Source: an optimization exercise on an open RTL-to-GDS flow (aim: small area, a short achievable clock period and few clock cycles per item). Production flows keep margins and buffers that such runs may drop. In this exercise RTL edits were held to simulation tests only and were not proved equivalent to the original.

== job 470 ==
## pid_mc_core
module pid_mc_core #(
   parameter int                        W         = 16,
   parameter int                        FRAC      = 15,
   parameter int                        IACC_W    = 32,
   parameter int                        NCH       = 4,
   parameter logic signed [IACC_W-1:0]  I_ACC_MAX = 32'sh0FFFFFFF,
   parameter logic signed [IACC_W-1:0]  I_ACC_MIN = -32'sh10000000,
   parameter int                        DF_SHIFT  = 2,
   localparam int                       CH_W      = $clog2(NCH)
) (
   input  logic            clk,
   input  logic            rst_n,
   input  logic            in_valid,
   output logic            in_ready,
   input  logic [CH_W-1:0] in_ch,
   input  logic [W-1:0]    v_in,
   input  logic [W-1:0]    v_ref,
   input  logic            cfg_we,
   input  logic [CH_W-1:0] cfg_ch,
   input  logic [1:0]      cfg_sel,
   input  logic [W-1:0]    cfg_data,
   input  logic            ch_clr,
   input  logic [CH_W-1:0] ch_clr_id,
   output logic            out_valid,
   output logic [CH_W-1:0] out_ch,
   output logic [W-1:0]    u_out,
   output logic            u_sat
);
export LEC_CHECK = 0
export ABC_AREA = 1
export CAP_MARGIN = 20
export CORE_MARGIN = 2
export CORE_UTILIZATION = 40
export SETUP_SLACK_MARGIN = 5
export SLEW_MARGIN = 20
create_clock -name core_clock -period 10.0 [get_ports {clk}]
standard.sh (not shown) runs the stock make flow with config.mk's settings and CLKGATE_MAP_FILE= SYNTH_SCRIPT=/design/flow/synth_recipe.tcl, a recipe that flattens the netlist after the stock synthesis.
==> flow/flow/run.sh <==
#!/bin/bash
# Standard layout, with timing repair aimed below the clock period (repair_timing
# works towards a setup slack of MARGIN ns at the design's period) and a clock tree
# built without dummy balancing loads.
set -euo pipefail
MARGIN=${MARGIN:-6.6}
CTS="-sink_clustering_enable -repair_clock_nets -dont_use_dummy_load -sink_clustering_size 30 -sink_clustering_max_diameter 60"
bash standard.sh synth > synth.log 2>&1
bash standard.sh SETUP_SLACK_MARGIN=$MARGIN "CTS_ARGS=$CTS" finish > layout.log 2>&1
Testbench counts of job 470, summed over its fixed seeds: cycles 4,943, items 4,800.
Input changes introduced in job 8653 (baseline for comparison: job 470):
diff --git a/flow/flow/run.sh b/flow/flow/run.sh
--- a/flow/flow/run.sh
+++ b/flow/flow/run.sh
@@ -5,5 +5,5 @@
 set -euo pipefail
 MARGIN=${MARGIN:-6.6}
-CTS="-sink_clustering_enable -repair_clock_nets -dont_use_dummy_load -sink_clustering_size 30 -sink_clustering_max_diameter 60"
+CTS="-sink_clustering_enable -repair_clock_nets -dont_use_dummy_load -sink_clustering_size 24 -sink_clustering_max_diameter 80"
 bash standard.sh synth > synth.log 2>&1
 bash standard.sh SETUP_SLACK_MARGIN=$MARGIN "CTS_ARGS=$CTS" finish > layout.log 2>&1
Findings:
- On met2 routed wirelength, job 8653 and job 470 are basically level.
- Job 8653 and job 470 ended up with roughly the same combined flip-flop and latch cell area.
- Between job 8653 and job 470, the difference in met2 demand-to-capacity share in global routing is negligible.
[inputs] job 3512 vs job 8653
diff --git a/flow/flow/run.sh b/flow/flow/run.sh
--- a/flow/flow/run.sh
+++ b/flow/flow/run.sh
@@ -5,5 +5,5 @@
 set -euo pipefail
 MARGIN=${MARGIN:-6.6}
-CTS="-sink_clustering_enable -repair_clock_nets -dont_use_dummy_load -sink_clustering_size 24 -sink_clustering_max_diameter 80"
+CTS="-sink_clustering_enable -repair_clock_nets -dont_use_dummy_load"
 bash standard.sh synth > synth.log 2>&1
 bash standard.sh SETUP_SLACK_MARGIN=$MARGIN "CTS_ARGS=$CTS" finish > layout.log 2>&1
### Flow results
Summary: time the worst path needs with I/O delays and setup, job 3512 worse than job 8653
Total number of nets in the final design in job 3512 is about 0.7% above job 8653.
[compare] base=job 8653 new=job 3512: worst hold slack now smaller; remaining max-slew budget at the tightest pin fell 1.7 points.
The following lists how job 6590 was set up differently from job 3512:
==> flow/flow/run.sh <==
#!/bin/bash
# Standard layout, with timing repair aimed below the clock period: repair_timing
# works towards a setup slack of MARGIN ns at the design's period.
set -euo pipefail
MARGIN=${MARGIN:-6.9}
bash standard.sh synth > synth.log 2>&1
bash standard.sh SETUP_SLACK_MARGIN=$MARGIN finish > layout.log 2>&1
## What came out
- [compare] base=job 3512 new=job 6590: fraction of met1 tracks used by global routing climbed 0.25 points, number of cells in the finished layout apart from fillers climbed about 2.2%, fraction of area in multi-input gates dropped 0.93 points.
- When job 6590 is set beside job 3512, its area of the multi-input gates turns out to be about 2.6% larger.
- Routed wire length was lower in job 3512 than in job 6590.
- In job 6590 the global-route wire length before repair turned out 2.4% higher than in job 3512.
- Re gate count of the mapped netlist: no difference whatsoever between job 3512 and job 6590.
Edits applied to the flow inputs when going from job 6590 to job 3300:
==> flow/flow/run.sh <==
#!/bin/bash
# Standard layout, with timing repair aimed below the clock period (repair_timing
# works towards a setup slack of MARGIN ns at the design's period) and a clock tree
# built without dummy balancing loads.
set -euo pipefail
MARGIN=${MARGIN:-6.45}
CTS="-sink_clustering_enable -repair_clock_nets -dont_use_dummy_load -sink_clustering_size 24 -sink_clustering_max_diameter 80"
bash standard.sh synth > synth.log 2>&1
bash standard.sh SETUP_SLACK_MARGIN=$MARGIN "CTS_ARGS=$CTS" finish > layout.log 2>&1
--- outcome ---
The per-cell via count in the routed design in job 3300 sits 0.017 below the value recorded for job 6590. [job 3300 vs job 6590] wire length of the first global-routing pass: lower in job 3300. Against job 6590, job 3300 reports a via total after detailed routing that is lower. Initial antenna violation count (higher): job 6590. Job 3300 vs job 6590: number of fillers in the final layout up by a few percent. Job 3300 vs. job 6590: setup slack -0.16 ns.
Inputs modified between job 3300 and job 338:
==> flow/flow/run.sh <==
#!/bin/bash
# Standard layout, with timing repair aimed below the clock period (repair_timing
# works towards a setup slack of MARGIN ns at the design's period) and a clock tree
# built without dummy balancing loads.
set -euo pipefail
MARGIN=${MARGIN:-6.6}
CTS="-sink_clustering_enable -repair_clock_nets -dont_use_dummy_load -sink_clustering_size 24 -sink_clustering_max_diameter 80"
bash standard.sh synth > synth.log 2>&1
bash standard.sh SETUP_SLACK_MARGIN=$MARGIN SKIP_GATE_CLONING=1 "CTS_ARGS=$CTS" finish > layout.log 2>&1
==> comparison <==
The total wire length after detailed routing in job 338 sits 1.4 mm above the value recorded for job 3300. Sequential share of layout area, job 338 and job 3300, higher one = job 3300. Fraction of area in clock buffers and inverters of job 338 is on par with job 3300.

* * *

run a:
Another version of the RTL of pid_mc_core (not shown whole).
For scale: roughly 8000 cells after synthesis, about 1300 flip-flops, roughly 82 I/O pins.
Design pid_mc_core, start of the top module:
module pid_mc_core #(
   parameter int                        W         = 16,
   parameter int                        FRAC      = 15,
   parameter int                        IACC_W    = 32,
   parameter int                        NCH       = 4,
   parameter logic signed [IACC_W-1:0]  I_ACC_MAX = 32'sh0FFFFFFF,
   parameter logic signed [IACC_W-1:0]  I_ACC_MIN = -32'sh10000000,
   parameter int                        DF_SHIFT  = 2,
   localparam int                       CH_W      = $clog2(NCH)
) (
   input  logic            clk,
   input  logic            rst_n,
   input  logic            in_valid,
   output logic            in_ready,
   input  logic [CH_W-1:0] in_ch,
   input  logic [W-1:0]    v_in,
   input  logic [W-1:0]    v_ref,
   input  logic            cfg_we,
   input  logic [CH_W-1:0] cfg_ch,
   input  logic [1:0]      cfg_sel,
   input  logic [W-1:0]    cfg_data,
   input  logic            ch_clr,
   input  logic [CH_W-1:0] ch_clr_id,
   output logic            out_valid,
   output logic [CH_W-1:0] out_ch,
   output logic [W-1:0]    u_out,
   output logic            u_sat
);
make LEC_CHECK=0 ABC_AREA=1 CAP_MARGIN=20 CORE_MARGIN=2 CORE_UTILIZATION=40 SETUP_SLACK_MARGIN=5 SLEW_MARGIN=20 finish   # period 10.0 ns
run.sh (not shown) runs the stock make flow with config.mk's settings and CLKGATE_MAP_FILE= SYNTH_SCRIPT=/design/flow/synth_recipe.tcl, a recipe that flattens the netlist after the stock synthesis.
Stock flow here: none of the scripts above is used.
Testbench counts of run a, summed over its fixed seeds: cycles 4,997, items 4,800.
--- input diff run a..run b ---
==> flow/flow/run.sh (new file) <==
#!/bin/bash
# Standard layout, with timing repair aimed below the clock period: repair_timing
# works towards a setup slack of MARGIN ns at the design's period.
set -euo pipefail
MARGIN=${MARGIN:-6.0}
bash standard.sh synth > synth.log 2>&1
bash standard.sh SETUP_SLACK_MARGIN=$MARGIN finish > layout.log 2>&1
==> flow/standard.sh (new file) <==
#!/bin/bash
# synth_recipe.tcl (not shown) runs the flow's synth.tcl, then flattens the netlist and writes it again
# the make line also repeats each setting of config.mk as NAME=value (left out here)
make -C /OpenROAD-flow-scripts/flow DESIGN_CONFIG=/design/flow/config.mk WORK_HOME=/design/flow/orfs CLKGATE_MAP_FILE= SYNTH_SCRIPT=/design/flow/synth_recipe.tcl "${@:-finish}"
removed: flow/run.sh
### Flow results
Run b | status: complete | timing, DRC, antenna: pass. Reported for run a and run b, number of logic inverters in the finished layout turned out identical to the last digit. Re post-route cell area: run b is about 2.3% up on run a. Compared with run a, run b shows final cell count that has gone up slightly. Relative to run a, the critical path depth in cells of run b is lower by 16. Of run a and run b, run a shows the lower non-clock buffer count, with run b above it. Run a reports its worst setup path endpoint as s5_p[31]$_DFF_P_ while run b reports s3_mds[18]$_DFF_P_. Compared with run a, first-iteration detailed-routing DRC count in run b increased by a few percent. Worst setup slack: run a and run b compared, higher one is run b. Relative to run a, the via count of run b is higher by about 1.8%.

* * *

before:
pid_mc_core, a different RTL version from the one above (not shown whole).
Size in the first run: roughly 75000 sq um of cells after synthesis.
Settings: LEC_CHECK=0, ABC_AREA=1, CAP_MARGIN=20, CORE_MARGIN=2, CORE_UTILIZATION=40, SETUP_SLACK_MARGIN=5, SLEW_MARGIN=20; clock period 10.0 ns.
Stock flow here: none of the scripts above is used.
before: done, clean on timing, DRC and antenna
Testbench counts of before, summed over its fixed seeds: cycles 4,935, items 4,800.
Edits applied to the flow inputs when going from before to after:
==> flow/flow/run.sh (new file) <==
#!/bin/bash
# Standard layout, with timing repair aimed below the clock period: repair_timing
# works towards a setup slack of MARGIN ns at the design's period.
set -euo pipefail
MARGIN=${MARGIN:-6.5}
bash standard.sh synth > synth.log 2>&1
bash standard.sh SETUP_SLACK_MARGIN=$MARGIN finish > layout.log 2>&1
==> flow/standard.sh (new file) <==
#!/bin/bash
# synth_recipe.tcl (not shown) runs the flow's synth.tcl, then flattens the netlist and writes it again
# the make line also repeats each setting of config.mk as NAME=value (left out here)
make -C /OpenROAD-flow-scripts/flow DESIGN_CONFIG=/design/flow/config.mk WORK_HOME=/design/flow/orfs CLKGATE_MAP_FILE= SYNTH_SCRIPT=/design/flow/synth_recipe.tcl "${@:-finish}"
removed: flow/run.sh
==> comparison <==
Run comparison: before launching instance or port of the critical path s4_m[16]$_DFF_P_; after launching instance or port of the critical path s4_pd[10]$_DFF_P_
Count of buffers not belonging to the clock network in the layout of after exceeds that of before by more than 100%.
Buffers plus inverters on the worst setup path ended up 1 higher on after than on before.
after vs before: worst reg2reg path depth down by more than 10%
The pin count of the biggest net entering global routing number comes out lower for before vs after.
Run comparison: before capturing instance or port of the critical path ac_a[0][12]$_DFFE_PP_; after capturing instance or port of the critical path ac_a[2][21]$_DFFE_PP_
Post-placement worst setup slack (lower): after
Summary — register fraction of the total cell area, after relative to before: lower, by 2.8 points.

* * *

Another version of the RTL of pid_mc_core (not shown whole).
For scale: ~7900 cells after synthesis, ~1200 flip-flops, about 82 I/O pins, roughly 0.071 sq mm of cells after synthesis.
Settings: LEC_CHECK=0, ABC_AREA=1, CAP_MARGIN=20, CORE_MARGIN=2, CORE_UTILIZATION=40, SETUP_SLACK_MARGIN=5, SLEW_MARGIN=20; clock period 10.0 ns.
standard.sh (not shown) runs the stock make flow with config.mk's settings and CLKGATE_MAP_FILE= SYNTH_SCRIPT=/design/flow/synth_recipe.tcl, a recipe that flattens the netlist after the stock synthesis.
==> flow/flow/run.sh <==
#!/bin/bash
# Standard layout, with timing repair aimed below the clock period: repair_timing
# works towards a setup slack of MARGIN ns at the design's period.
set -euo pipefail
MARGIN=${MARGIN:-6.0}
bash standard.sh synth > synth.log 2>&1
bash standard.sh SETUP_SLACK_MARGIN=$MARGIN finish > layout.log 2>&1
The first run ran to the end with no violations.
Testbench counts at the start, summed over its fixed seeds: cycles 4,943, items 4,800.
Change:
--- a/flow/flow/run.sh
+++ b/flow/flow/run.sh
@@ -5 +5 @@
-MARGIN=${MARGIN:-6.0}
+MARGIN=${MARGIN:-6.55}
Fmax rises by 10%; global-route usage rises by 1.4 points; worst setup slack improves by 380 ps; routed wire length rises by 8.7%; register-to-register slack improved by 380 ps; synthesized cell count stays the same.

* * *

pid_mc_core with an RTL version that a note above also has.
For scale: roughly 7900 cells after synthesis, roughly 1300 flip-flops, about 82 I/O pins, roughly 73000 sq um of cells after synthesis.
Settings: LEC_CHECK=0, ABC_AREA=1, CAP_MARGIN=20, CORE_MARGIN=2, CORE_UTILIZATION=40, SETUP_SLACK_MARGIN=5, SLEW_MARGIN=20; clock period 10.0 ns.
==> flow/flow/run.sh <==
#!/bin/bash
# Standard layout, with timing repair aimed below the clock period: repair_timing
# works towards a setup slack of MARGIN ns at the design's period.
set -euo pipefail
MARGIN=${MARGIN:-6.3}
bash standard.sh synth > synth.log 2>&1
bash standard.sh SETUP_SLACK_MARGIN=$MARGIN finish > layout.log 2>&1
The first run finished clean.
Testbench counts at the start, summed over its fixed seeds: cycles 4,943, items 4,800.
Edit:
==> flow/flow/run.sh (replaced) <==
#!/bin/bash
# Standard layout, with timing repair aimed below the clock period (repair_timing
# works towards a setup slack of MARGIN ns at the design's period) and a clock tree
# built without dummy balancing loads.
set -euo pipefail
MARGIN=${MARGIN:-6.8}
CTS="-sink_clustering_enable -repair_clock_nets -dont_use_dummy_load -sink_clustering_size 24 -sink_clustering_max_diameter 80"
bash standard.sh synth > synth.log 2>&1
bash standard.sh SETUP_SLACK_MARGIN=$MARGIN "CTS_ARGS=$CTS" finish > layout.log 2>&1
- register-to-register slack gains 0.28 ns
- final cell count stays flat
- setup slack improves by 0.28 ns
- maximum frequency went up by a little under a tenth
- routed wire length rises by a few percent
Edit:
==> flow/flow/run.sh (replaced) <==
#!/bin/bash
# Standard layout, with timing repair aimed below the clock period: repair_timing
# works towards a setup slack of MARGIN ns at the design's period.
set -euo pipefail
MARGIN=${MARGIN:-6.6}
bash standard.sh synth > synth.log 2>&1
bash standard.sh SETUP_SLACK_MARGIN=$MARGIN finish > layout.log 2>&1
- CORE_UTILIZATION: 40 -> 55
What happened:
- global-route usage grows by 11 points
- fmax shrinks by a few percent
- wire length grows by a few percent
Edit:
- ABC_AREA: 1 -> 0
- CORE_UTILIZATION: 55 -> 40
What happened: The new run ran to the end with no violations; non-clock buffer count rises by 146; via count falls by 18%.
Edit:
==> flow/flow/run.sh (replaced) <==
#!/bin/bash
# Standard layout, with timing repair aimed below the clock period (repair_timing
# works towards a setup slack of MARGIN ns at the design's period) and a clock tree
# built without dummy balancing loads.
set -euo pipefail
MARGIN=${MARGIN:-6.6}
CTS="-sink_clustering_enable -repair_clock_nets -dont_use_dummy_load -sink_clustering_size 24 -sink_clustering_max_diameter 80"
bash standard.sh synth > synth.log 2>&1
bash standard.sh SETUP_SLACK_MARGIN=$MARGIN "CTS_ARGS=$CTS" finish > layout.log 2>&1
- ABC_AREA: 0 -> 1
- CORE_UTILIZATION: 40 -> 55
Count of clock-buffer cells in the layout fell by 119.
Sequential cell count does not change.
Core utilization grows by 13 points.
Design area shrinks by 3.8%.

separate check: timing with driven ports:
No port has a modelled driver above. Below, the same layouts with a new extraction and two added sets of constraints. Step 1: set_driving_cell puts a clkbuf_16 on clk and a buf_2 on each other input, an assumption about the parent block. Step 2 adds t to the input delays and takes it off the output delays; t is the mean of the earliest and latest rising clock arrival at the registers after step 1. Input paths then give back, and output paths get back, about the clock's delay inside the block. Slacks: ideal ports / drivers / drivers and shift; pairs: ideal ports / drivers.
| run | t (ns) | setup WS [ns] | worst setup path after step 2 | slew at the worst register clock pin (ns) |
|---|---|---|---|---|
| job 470 | 0.803 | 6.576 / 6.571 / 6.252 | input to register | 0.11 / 0.11 |
| job 8653 | 0.774 | 6.595 / 6.587 / 6.310 | input to register | 0.10 / 0.10 |
| job 3512 | 0.856 | 6.552 / 6.552 / 6.309 | input to register | 0.06 / 0.06 |
| job 6590 | 0.887 | 6.608 / 6.537 / 6.313 | input to register | 0.07 / 0.07 |
| job 3300 | 0.778 | 6.446 / 6.446 / 6.301 | input to register | 0.10 / 0.10 |
| job 338 | 0.777 | 6.598 / 6.582 / 6.318 | input to register | 0.10 / 0.10 |
| run a | 0.869 | 5.401 / 5.401 / 5.401 | register to register | 0.07 / 0.07 |
| run b | 0.871 | 6.084 / 6.045 / 5.905 | input to register | 0.07 / 0.07 |
| before | 0.843 | 4.933 / 4.933 / 4.933 | register to register | 0.07 / 0.07 |
| after | 0.871 | 4.882 / 4.882 / 4.882 | register to register | 0.07 / 0.07 |
| the first run of note 4 | 0.863 | 6.021 / 6.021 / 6.021 | register to register | 0.07 / 0.07 |
| the second run of note 4 | 0.867 | 6.399 / 6.399 / 6.148 | input to register | 0.08 / 0.08 |
| the first run of note 5 | 0.893 | 6.331 / 6.286 / 6.289 | input to register | 0.07 / 0.07 |
| the second run of note 5 | 0.791 | 6.608 / 6.608 / 6.259 | input to register | 0.10 / 0.10 |
| the third run of note 5 | 0.852 | 6.479 / 6.479 / 6.365 | input to register | 0.07 / 0.07 |
| the fourth run of note 5 | 0.877 | 5.888 / 5.888 / 5.888 | register to register | 0.07 / 0.07 |
| the fifth run of note 5 | 0.773 | 6.470 / 6.470 / 6.418 | input to register | 0.10 / 0.10 |
After both steps setup and hold are still met in every run listed. The setup slack of the second run of note 5, which loses most, moves by 0.000 ns with the drivers and by -0.349 ns with both steps.
